What follows belongs to an exercise in optimizing a design on an open flow for small area, a short achievable clock period and few clock cycles per item; a production flow would make more cautious choices.
In this exercise RTL edits were held to simulation tests only and were not proved equivalent to the original.
Power and IR drop assume default switching activity.

File: design/flow/run.sh
#!/bin/bash
# synth_recipe.tcl (not shown) runs the flow's synth.tcl, then flattens the netlist and writes it again
# the make line also repeats each setting of config.mk as NAME=value (left out here)
make -C /OpenROAD-flow-scripts/flow DESIGN_CONFIG=/design/flow/config.mk WORK_HOME=/design/flow/orfs CLKGATE_MAP_FILE= SYNTH_SCRIPT=/design/flow/synth_recipe.tcl finish
File: design/flow/config.mk
export PLATFORM = sky130hd
export DESIGN_NAME = vpu_sp_top
export DESIGN_NICKNAME = vpu_sp_top
export VERILOG_FILES = /design/flow/design.v
export SDC_FILE = /design/flow/constraint.sdc
export NUM_CORES = 4
export LEC_CHECK = 0
export CAP_MARGIN = 20
export CORE_MARGIN = 2
export CORE_UTILIZATION = 40
export SLEW_MARGIN = 20
File: design/flow/constraint.sdc
create_clock -name core_clock -period 11.0 [get_ports {clk}]
set_input_delay 2.2000 -clock core_clock [delete_from_list [all_inputs] [get_ports {clk}]]
set_output_delay 2.2000 -clock core_clock [all_outputs]
set_load 0.01 [all_outputs]
File: design/flow/design.v
package vpu_sp_pkg;
  typedef logic [6:0] sp_size_t;
  typedef struct packed {
    logic                    enable;
    logic [1:0]              tilesize;
    logic [8:0]              x;
    logic [7:0]              y;
    logic [2-1:0] tile_bank;
    logic [8-1:0]  tile_idx;
    logic                    pal_mode;
    logic [1:0]              pal_bank;
    logic [3:0]              pal_no;
  } sp_attr_t;
  typedef struct packed {
    logic       valid;
    logic       last;
    logic [8:0] x;
    logic       pal_mode;
    logic [1:0] pal_bank;
    logic [3:0] pal_no;
    logic [7:0] idx;
  } sp_pix_t;
  typedef struct packed {
    logic [7:0] a;
    logic [7:0] r;
    logic [7:0] g;
    logic [7:0] b;
  } sp_argb_t;
  function automatic sp_size_t sp_size(input logic [1:0] tilesize);
    sp_size = 8 << tilesize;
  endfunction
endpackage
package vpu_mem_pkg;
  typedef struct packed {
    logic                     en;
    logic [4-1:0] addr;
  } param_req_t;
  typedef struct packed {
    logic                    en;
    logic [16-1:0] addr;
  } tile_req_t;
  typedef struct packed {
    logic                   en;
    logic [10-1:0] addr;
  } pal_req_t;
  typedef struct packed {
    logic                  rd_en;
    logic [8-1:0] rd_addr;
    logic                  wr_en;
    logic [8-1:0] wr_addr;
    logic [31:0]           wdata;
  } lb_req_t;
endpackage
`timescale 1ns/100ps
module vpu_sp_sequencer (
  input  logic                 clk,
  input  logic                 rst_n,
  input  logic                 line_start,
  input  logic [7:0]           line_y,
  output logic                 busy,
  output logic                 line_done,
  output logic                 load_start,
  output logic [3-1:0] sp_idx,
  input  logic                 load_done,
  input  logic                 visible,
  output logic                 walk_start,
  input  logic                 pass_done,
  output logic [7:0]           cur_y
);
  typedef enum logic [1:0] {
    ST_IDLE,
    ST_LOAD,
    ST_WALK,
    ST_FINISH
  } state_t;
  state_t state;
  logic   last_sp;
  assign last_sp = (sp_idx == 3'(8 - 1));
  always_ff @(posedge clk) begin
    if (!rst_n) begin
      state      <= ST_IDLE;
      busy       <= 1'b0;
      line_done  <= 1'b0;
      load_start <= 1'b0;
      walk_start <= 1'b0;
      sp_idx     <= '0;
    end else begin
      load_start <= 1'b0;
      walk_start <= 1'b0;
      line_done  <= 1'b0;
      case (state)
        ST_IDLE: begin
          if (line_start) begin
            busy       <= 1'b1;
            sp_idx     <= '0;
            load_start <= 1'b1;
            state      <= ST_LOAD;
          end
        end
        ST_LOAD: begin
          if (load_done) begin
            if (visible) begin
              walk_start <= 1'b1;
              state      <= ST_WALK;
            end else if (last_sp) begin
              state <= ST_FINISH;
            end else begin
              sp_idx     <= sp_idx + 1'b1;
              load_start <= 1'b1;
            end
          end
        end
        ST_WALK: begin
          if (pass_done) begin
            if (last_sp) begin
              state <= ST_FINISH;
            end else begin
              sp_idx     <= sp_idx + 1'b1;
              load_start <= 1'b1;
              state      <= ST_LOAD;
            end
          end
        end
        ST_FINISH: begin
          busy      <= 1'b0;
          line_done <= 1'b1;
          state     <= ST_IDLE;
        end
        default: state <= ST_IDLE;
      endcase
    end
  end
  always_ff @(posedge clk) begin
    if (state == ST_IDLE && line_start) begin
      cur_y <= line_y;
    end
  end
endmodule
`timescale 1ns/100ps
module vpu_sp_param_load (
  input  logic                    clk,
  input  logic                    rst_n,
  input  logic                    load_start,
  input  logic [3-1:0]    sp_idx,
  input  logic [7:0]              cur_y,
  output vpu_mem_pkg::param_req_t param_req,
  input  logic [31:0]             param_rdata,
  output logic                    load_done,
  output logic                    visible,
  output vpu_sp_pkg::sp_attr_t    attr
);
  logic       word0_ret;
  logic       word1_ret;
  logic [8:0] y_end;
  assign param_req.en   = load_start | word0_ret;
  assign param_req.addr = 4'(sp_idx * 2)
                        + 4'(word0_ret);
  always_ff @(posedge clk) begin
    if (!rst_n) begin
      word0_ret <= 1'b0;
      word1_ret <= 1'b0;
      load_done <= 1'b0;
    end else begin
      word0_ret <= load_start;
      word1_ret <= word0_ret;
      load_done <= word1_ret;
    end
  end
  always_ff @(posedge clk) begin
    if (word0_ret) begin
      attr.enable   <= param_rdata[31];
      attr.tilesize <= param_rdata[25:24];
      attr.x        <= param_rdata[16:8];
      attr.y        <= param_rdata[7:0];
    end
    if (word1_ret) begin
      attr.tile_bank <= param_rdata[29:28];
      attr.tile_idx  <= param_rdata[23:16];
      attr.pal_mode  <= param_rdata[6];
      attr.pal_bank  <= param_rdata[5:4];
      attr.pal_no    <= param_rdata[3:0];
    end
  end
  assign y_end = {1'b0, attr.y} + 9'(vpu_sp_pkg::sp_size(attr.tilesize));
  assign visible = attr.enable && (attr.y <= cur_y) && ({1'b0, cur_y} < y_end);
endmodule
`timescale 1ns/100ps
module vpu_sp_tile_fetch (
  input  logic                   clk,
  input  logic                   rst_n,
  input  logic                   walk_start,
  input  vpu_sp_pkg::sp_attr_t   attr,
  input  logic [7:0]             cur_y,
  output vpu_mem_pkg::tile_req_t tile_req,
  output vpu_sp_pkg::sp_pix_t    pix
);
  localparam int LO_W = 16 - 2;
  logic                   active;
  vpu_sp_pkg::sp_size_t               objx;
  vpu_sp_pkg::sp_size_t               size;
  logic [7:0]             objy;
  logic                   last_pix;
  logic [8-1:0] tile_num;
  logic [LO_W-1:0]        addr_lo;
  logic [9:0]             scr_x;
  assign size     = vpu_sp_pkg::sp_size(attr.tilesize);
  assign objy     = cur_y - attr.y;
  assign last_pix = (objx == size - 1'b1);
  always_comb begin
    tile_num = attr.tile_idx + 8'(objx / 8)
             + 8'((objy / 8) * (size / 8));
    addr_lo  = LO_W'(tile_num * (8 * 8)
             + (objy % 8) * 8 + objx % 8);
  end
  assign tile_req.en   = active;
  assign tile_req.addr = {attr.tile_bank, addr_lo};
  assign scr_x = {1'b0, attr.x} + 10'(objx);
  always_ff @(posedge clk) begin
    if (!rst_n) begin
      active <= 1'b0;
      objx   <= '0;
      pix    <= '0;
    end else begin
      if (walk_start) begin
        active <= 1'b1;
        objx   <= '0;
      end else if (active) begin
        if (last_pix) begin
          active <= 1'b0;
        end else begin
          objx <= objx + 1'b1;
        end
      end
      pix.valid    <= active;
      pix.last     <= active && last_pix;
      pix.x        <= scr_x[9] ? '1 : scr_x[8:0];
      pix.pal_mode <= attr.pal_mode;
      pix.pal_bank <= attr.pal_bank;
      pix.pal_no   <= attr.pal_no;
      pix.idx      <= '0;
    end
  end
endmodule
`timescale 1ns/100ps
module vpu_sp_palette_lookup (
  input  logic                  clk,
  input  logic                  rst_n,
  input  vpu_sp_pkg::sp_pix_t   pix_in,
  input  logic [7:0]            tile_rdata,
  output vpu_mem_pkg::pal_req_t pal_req,
  output logic                  lb_rd_en,
  output logic [8-1:0] lb_rd_addr,
  output vpu_sp_pkg::sp_pix_t   pix_out
);
  logic on_screen;
  assign on_screen = pix_in.valid && (pix_in.x < 9'(256));
  assign pal_req.en   = on_screen;
  assign pal_req.addr = pix_in.pal_mode ? {pix_in.pal_bank, pix_in.pal_no, tile_rdata[3:0]}
                                        : {pix_in.pal_bank, tile_rdata};
  assign lb_rd_en   = on_screen;
  assign lb_rd_addr = pix_in.x[8-1:0];
  always_ff @(posedge clk) begin
    if (!rst_n) begin
      pix_out <= '0;
    end else begin
      pix_out       <= pix_in;
      pix_out.valid <= on_screen;
      pix_out.idx   <= tile_rdata;
    end
  end
endmodule
`timescale 1ns/100ps
module vpu_sp_color_merge (
  input  logic                  clk,
  input  logic                  rst_n,
  input  vpu_sp_pkg::sp_pix_t   pix,
  input  logic [31:0]           pal_rdata,
  input  vpu_sp_pkg::sp_argb_t  lb_rdata,
  output logic                  lb_wr_en,
  output logic [8-1:0] lb_wr_addr,
  output vpu_sp_pkg::sp_argb_t  lb_wr_data,
  output logic                  pass_done
);
  vpu_sp_pkg::sp_argb_t src;
  function automatic logic [7:0] mix(input logic [7:0] d, input logic [7:0] s,
                                     input logic [7:0] a);
    logic [15:0] sum;
    sum = 16'(d) * 16'(8'd255 - a) + 16'(s) * 16'(a);
    mix = sum[15:8];
  endfunction
  function automatic vpu_sp_pkg::sp_argb_t blend(input vpu_sp_pkg::sp_argb_t dst, input vpu_sp_pkg::sp_argb_t s);
    vpu_sp_pkg::sp_argb_t   res;
    logic [8:0] a_sum;
    a_sum = {1'b0, dst.a} + {1'b0, s.a};
    if (s.a == 8'd0) begin
      res = dst;
    end else if (s.a == 8'd255) begin
      res = s;
    end else begin
      res.a = a_sum[8:1];
      res.r = mix(dst.r, s.r, s.a);
      res.g = mix(dst.g, s.g, s.a);
      res.b = mix(dst.b, s.b, s.a);
    end
    blend = res;
  endfunction
  assign src = pal_rdata;
  assign lb_wr_en   = pix.valid;
  assign lb_wr_addr = pix.x[8-1:0];
  assign lb_wr_data = blend(lb_rdata, src);
  always_ff @(posedge clk) begin
    if (!rst_n) begin
      pass_done <= 1'b0;
    end else begin
      pass_done <= pix.last;
    end
  end
endmodule
`timescale 1ns/100ps
module vpu_sp (
  input  logic                   clk,
  input  logic                   rst_n,
  input  logic                   line_start,
  input  logic [7:0]             line_y,
  output logic                   busy,
  output logic                   line_done,
  output vpu_mem_pkg::param_req_t param_req,
  input  logic [31:0]            param_rdata,
  output vpu_mem_pkg::tile_req_t tile_req,
  input  logic [7:0]             tile_rdata,
  output vpu_mem_pkg::pal_req_t  pal_req,
  input  logic [31:0]            pal_rdata,
  output vpu_mem_pkg::lb_req_t   lb_req,
  input  vpu_sp_pkg::sp_argb_t   lb_rdata
);
  logic                  load_start;
  logic                  load_done;
  logic                  visible;
  logic                  walk_start;
  logic                  pass_done;
  logic [3-1:0]  sp_idx;
  logic [7:0]            cur_y;
  vpu_sp_pkg::sp_attr_t              attr;
  vpu_sp_pkg::sp_pix_t               pix_fetch;
  vpu_sp_pkg::sp_pix_t               pix_pal;
  logic                  lb_rd_en;
  logic [8-1:0] lb_rd_addr;
  logic                  lb_wr_en;
  logic [8-1:0] lb_wr_addr;
  vpu_sp_pkg::sp_argb_t              lb_wr_data;
  vpu_sp_sequencer u_sequencer (
    .clk        (clk),
    .rst_n      (rst_n),
    .line_start (line_start),
    .line_y     (line_y),
    .busy       (busy),
    .line_done  (line_done),
    .load_start (load_start),
    .sp_idx     (sp_idx),
    .load_done  (load_done),
    .visible    (visible),
    .walk_start (walk_start),
    .pass_done  (pass_done),
    .cur_y      (cur_y)
  );
  vpu_sp_param_load u_param_load (
    .clk         (clk),
    .rst_n       (rst_n),
    .load_start  (load_start),
    .sp_idx      (sp_idx),
    .cur_y       (cur_y),
    .param_req   (param_req),
    .param_rdata (param_rdata),
    .load_done   (load_done),
    .visible     (visible),
    .attr        (attr)
  );
  vpu_sp_tile_fetch u_tile_fetch (
    .clk        (clk),
    .rst_n      (rst_n),
    .walk_start (walk_start),
    .attr       (attr),
    .cur_y      (cur_y),
    .tile_req   (tile_req),
    .pix        (pix_fetch)
  );
  vpu_sp_palette_lookup u_palette_lookup (
    .clk        (clk),
    .rst_n      (rst_n),
    .pix_in     (pix_fetch),
    .tile_rdata (tile_rdata),
    .pal_req    (pal_req),
    .lb_rd_en   (lb_rd_en),
    .lb_rd_addr (lb_rd_addr),
    .pix_out    (pix_pal)
  );
  vpu_sp_color_merge u_color_merge (
    .clk        (clk),
    .rst_n      (rst_n),
    .pix        (pix_pal),
    .pal_rdata  (pal_rdata),
    .lb_rdata   (lb_rdata),
    .lb_wr_en   (lb_wr_en),
    .lb_wr_addr (lb_wr_addr),
    .lb_wr_data (lb_wr_data),
    .pass_done  (pass_done)
  );
  assign lb_req.rd_en   = lb_rd_en;
  assign lb_req.rd_addr = lb_rd_addr;
  assign lb_req.wr_en   = lb_wr_en;
  assign lb_req.wr_addr = lb_wr_addr;
  assign lb_req.wdata   = lb_wr_data;
endmodule
`timescale 1ns/100ps
module vpu_sp_top (
  input  logic        clk,
  input  logic        rst_n,
  input  logic        line_start,
  input  logic [7:0]  line_y,
  output logic        busy,
  output logic        line_done,
  output logic        param_req_en,
  output logic [3:0]  param_req_addr,
  input  logic [31:0] param_rdata,
  output logic        tile_req_en,
  output logic [15:0] tile_req_addr,
  input  logic [7:0]  tile_rdata,
  output logic        pal_req_en,
  output logic [9:0]  pal_req_addr,
  input  logic [31:0] pal_rdata,
  output logic        lb_rd_en,
  output logic [7:0]  lb_rd_addr,
  output logic        lb_wr_en,
  output logic [7:0]  lb_wr_addr,
  output logic [31:0] lb_wdata,
  input  logic [31:0] lb_rdata
);
  vpu_mem_pkg::param_req_t param_req;
  vpu_mem_pkg::tile_req_t  tile_req;
  vpu_mem_pkg::pal_req_t   pal_req;
  vpu_mem_pkg::lb_req_t    lb_req;
  vpu_sp u_sp (
    .clk         (clk),
    .rst_n       (rst_n),
    .line_start  (line_start),
    .line_y      (line_y),
    .busy        (busy),
    .line_done   (line_done),
    .param_req   (param_req),
    .param_rdata (param_rdata),
    .tile_req    (tile_req),
    .tile_rdata  (tile_rdata),
    .pal_req     (pal_req),
    .pal_rdata   (pal_rdata),
    .lb_req      (lb_req),
    .lb_rdata    (lb_rdata)
  );
  assign param_req_en   = param_req.en;
  assign param_req_addr = param_req.addr;
  assign tile_req_en    = tile_req.en;
  assign tile_req_addr  = tile_req.addr;
  assign pal_req_en     = pal_req.en;
  assign pal_req_addr   = pal_req.addr;
  assign lb_rd_en       = lb_req.rd_en;
  assign lb_rd_addr     = lb_req.rd_addr;
  assign lb_wr_en       = lb_req.wr_en;
  assign lb_wr_addr     = lb_req.wr_addr;
  assign lb_wdata       = lb_req.wdata;
endmodule
==> run summary <==
clk buf depth 2; worst path cell trace clkdlybuf4s50_1 -> buf_12 -> buf_4 -> nand2b_1 -> fa_1 -> fa_1 -> inv_1 -> fa_1 -> fa_1 -> fa_1 -> inv_1 -> fa_1 -> inv_1 -> ha_1 -> and3_1 -> a221o_1 -> a211oi_1 -> a21oi_1 -> xnor2_1 -> a21oi_1 -> clkdlybuf4s50_1; row cnt 79; Net Sw Frac 0.4698; worst vdd ir 0.0005979 V; Pwr per Cell Area about 300 nW/um^2; most used cell, CP fa_1; status no timing/DRC/antenna violations; Max Cap Viol 0; CP Data Required Time 8.80 ns; Port Buffers 188; fin nets 2,854; final hold vios 0; sequential element share of the synthesized area 0.1244; delay of the slowest cell on the worst path 0.55 ns; drt first pass iters 5; Final Wtd Congestion 0.8835; Die X-Extent 220.5 um; # IOs 200; average size of a mapped cell 9.235 um^2; initial antenna violation count 5; core area approximately 46,000 um^2; Max Freq 92.74 MHz; Die Y 220.5 um; Synth cell types 68; Mapped Area 18,750 um^2; share of the synthesized area in the top cell type 0.3246; Startpoint Class input port; setup TNS 0 ns; CTS tree yes; Comb pwr share 0.889; H-tree depth 3; internal power ~3400 uW; first-pass GRT wire length 78.27 mm; P_leak about 0.011 uW; Starting DRT DRC Count 618; synthesized flop and latch total 94; CTS hold repair buffers 0; Max FO, Critical Path 15; Synth area leaders fa_1, ha_1, inv_1; Seq pwr share 0.064; crit path kind in2out; HPWL Detailed between 30 and 40 mm; post-synth top area cell fa_1; part of the power in the clock network 0.047; Post-Synthesis Cells 2,030; post-route total power 6424 uW; syn nets roughly 2,700; CP arrival between 8 and 9 ns; total routed wirelength 47.56 mm; Worst path slowest cell fa_1; Min Clock Period, post-route 10.78 ns; per-cell routed wire length 16.91 um; GRT Total Usage 0.2046; Setup crit end kind primary output; Die Footprint a little under 50,000 um^2; fin crit share 0.9803; # fillers between 4,000 and 5,000; unrepaired setup endpoints after global routing false; Starting Density 0.4044; CTS sink cnt 94; Post-synth top flop dfxtp_1; Setup Skew 0.01308 ns; layout cells sized above 1 0.05127; detailed-route vias per instance about 5.0; detailed-route via count 13,980; Hold WC Path Type reg2reg; Post-synth EDFFs 45; number of setup buffers added after CTS 0; cts bufs inserted 9; Clock Latency Late Sink roughly 0.34 ns; yosys synthesis warning count 5; Async S/R FF share, synth 0; Max Slew Vio Count 0; CTS root buf clkbuf_16; kind of cell adding the most delay to the critical path adder cells; final setup fails 0; Area growth syn-to-layout 15.72%; Worst-path clk slew 0.07 ns; Worst Path Buf+Inv 7; grt ovf 0; slew of the pin with the lowest slew margin 0.8214 ns; pin count of the biggest net entering global routing 39; vias in the first global route 15,010; DRC errors left 0; Worst slew margin 0.4517; Routed Antenna Nets 0; switching power 3018 uW
state kept, by name, summed over array words and instances, names as in the netlist:
| name | flops |
|---|---|
| u_sp.u_sequencer.load_start | 1 |
| u_sp.u_color_merge.pass_done | 1 |
| u_sp.u_param_load.attr | 37 |
| u_sp.u_param_load.word0_ret | 1 |
| u_sp.u_param_load.load_done | 1 |
| u_sp.u_sequencer.cur_y | 8 |
| u_sp.u_sequencer.line_done | 1 |
| u_sp.u_tile_fetch.active | 1 |
| u_sp.u_param_load.word1_ret | 1 |
| u_sp.u_tile_fetch.objx | 7 |
| u_sp.u_tile_fetch.pix | 18 |
| u_sp.u_palette_lookup.pix_out | 10 |
| u_sp.u_sequencer.walk_start | 1 |
| u_sp.u_sequencer.sp_idx | 3 |
| u_sp.u_sequencer.busy | 1 |
| u_sp.u_sequencer.state | 2 |
cells in the mapped netlist (9+ instances only):
cell,instances
edfxtp_1,45
ha_1,236
and2_1,162
inv_1,450
dfxtp_1,49
mux2i_1,9
clkbuf_1,52
o22ai_1,14
o211ai_1,10
a21o_1,11
nor2_1,57
nand3_1,12
nand2b_1,89
nand2_1,107
nor3_1,19
fa_1,304
o21a_1,17
xor2_1,13
nor2b_1,106
a21oi_1,49
o21ai_0,26
nor4_1,11
buf_4,31
xnor2_1,41
per-layer routing:
layer	global-route usage	routed length [um]	vias to the layer above
met1	0.2721	21150	7014
met4	0.04116	771	6
met2	0.3574	23060	332
li1	-	-	6585
met3	0.02653	2535	45
met5	0	48	-
cells by family after synthesis:
logic type	count (synthesis)	share of synthesized area
muxes	13	0.007208
AOI/OAI and AO/OA	182	0.06648
adders and majority gates	540	0.4821
buffers and inverters	542	0.1151
xor gates and xnor gates	54	0.02523
DFF	94	0.1244
and+or+nand+nor	605	0.1794
path summary, 6_finish.rpt:
check                                                           from                                      endpoint  slack, ns  depth (start not counted)
worst max-delay path                                   pal_rdata[24]                                  lb_wdata[23]       0.22                         21
worst min-delay path            u_sp.u_tile_fetch.pix[24]$_SDFF_PN0_  u_sp.u_palette_lookup.pix_out[24]$_SDFF_PN0_       0.45                          1
worst max register to register  u_sp.u_param_load.attr[34]$_DFFE_PP_       u_sp.u_sequencer.sp_idx[0]$_SDFFE_PN0P_       7.40                         11
worst min register to register  u_sp.u_tile_fetch.pix[24]$_SDFF_PN0_  u_sp.u_palette_lookup.pix_out[24]$_SDFF_PN0_       0.45                          1
cells in the final DEF, fill, tap and decap left out, types with 12 or more instances in the layout:
cell type	count
a21oi_1	49
ha_1	236
edfxtp_1	45
inv_1	450
dfxtp_1	48
xnor2_1	41
nand3_1	12
nor2b_1	106
clkdlybuf4s50_1	178
xor2_1	13
nand2_1	107
o21ai_0	25
buf_4	58
fa_1	304
o22ai_1	14
nand2b_1	89
o21a_1	17
nor3_1	19
nor2_1	55
and2_1	162
cell type report:
type                    instances  area [um^2]  area share
clock buffers                   9        225.2     0.01038
multi-input cells            1394        14260      0.6574
clock inverters                 7        67.56    0.003114
diodes                          1        2.502   0.0001153
repair buffers                249         2352      0.1084
inverters                     451         1693     0.07803
well taps                     607        759.5     0.03501
flip-flops and latches         94         2333      0.1076
power by group through the flow:
stage | Combinational, uW | Sequential, uW | Clock [uW]
floorplan | 3580 | 412 | 0
global placement | 5650 | 418 | 0
detailed placement | 5730 | 419 | 0
CTS | 5770 | 411 | 311
global route | 6500 | 414 | 327
finish | 5710 | 411 | 304
metrics by stage:
| stage | cell area, um^2 | hold slack, ns | utilization | worst slack [ns] | std cells |
|---|---|---|---|---|---|
| final | 21690 | 0.4486 | 0.4680 | 0.2171 | 2812 |
| after global routing | 21690 | 0.4667 | 0.4679 | 0.004005 | 2811 |
| after CTS | 21680 | 0.4463 | 0.4677 | 0.1648 | 2811 |
| after detailed placement | 21390 | 0.4203 | 0.4614 | 0.1856 | 2795 |
| after global placement | 21390 | 0.4251 | 0.4614 | 0.2134 | 2795 |
| after floorplan | 18750 | 0.4119 | - | 1.340 | 2030 |
what timing repair did:
action                                  CTS  global route
endpoints found under the setup margin    0             5
resized for setup                         0             5
endpoints found under the hold margin     0             0
Testbench counts, summed over its fixed seeds: cycles 108,820, lines 512.

[afterwards: timing with drivers on the ports]
The flow's constraints put no driver on any port. The routed layout listed below was extracted and timed again, unchanged, in two steps. Step 1: set_driving_cell puts a clkbuf_16 on clk and a buf_2 on each other input, an assumption about the parent block. Step 2, shift: input delay + t, output delay - t, t = (earliest + latest rising clock arrival at the registers) / 2. This alone moves slack from input paths to output paths. a / b / c = no drivers / after step 1 / after step 2; a / b = the first two.
t, ns: 0.374
setup WS [ns]: 0.217 / 0.188 / 0.188
worst setup path at the end: input to output
worst slew at a driven data input, ns: 0.08
After both steps this run still meets setup and hold. For this run, drivers alone change the setup slack by -0.029 ns; drivers and shift together by -0.029 ns.
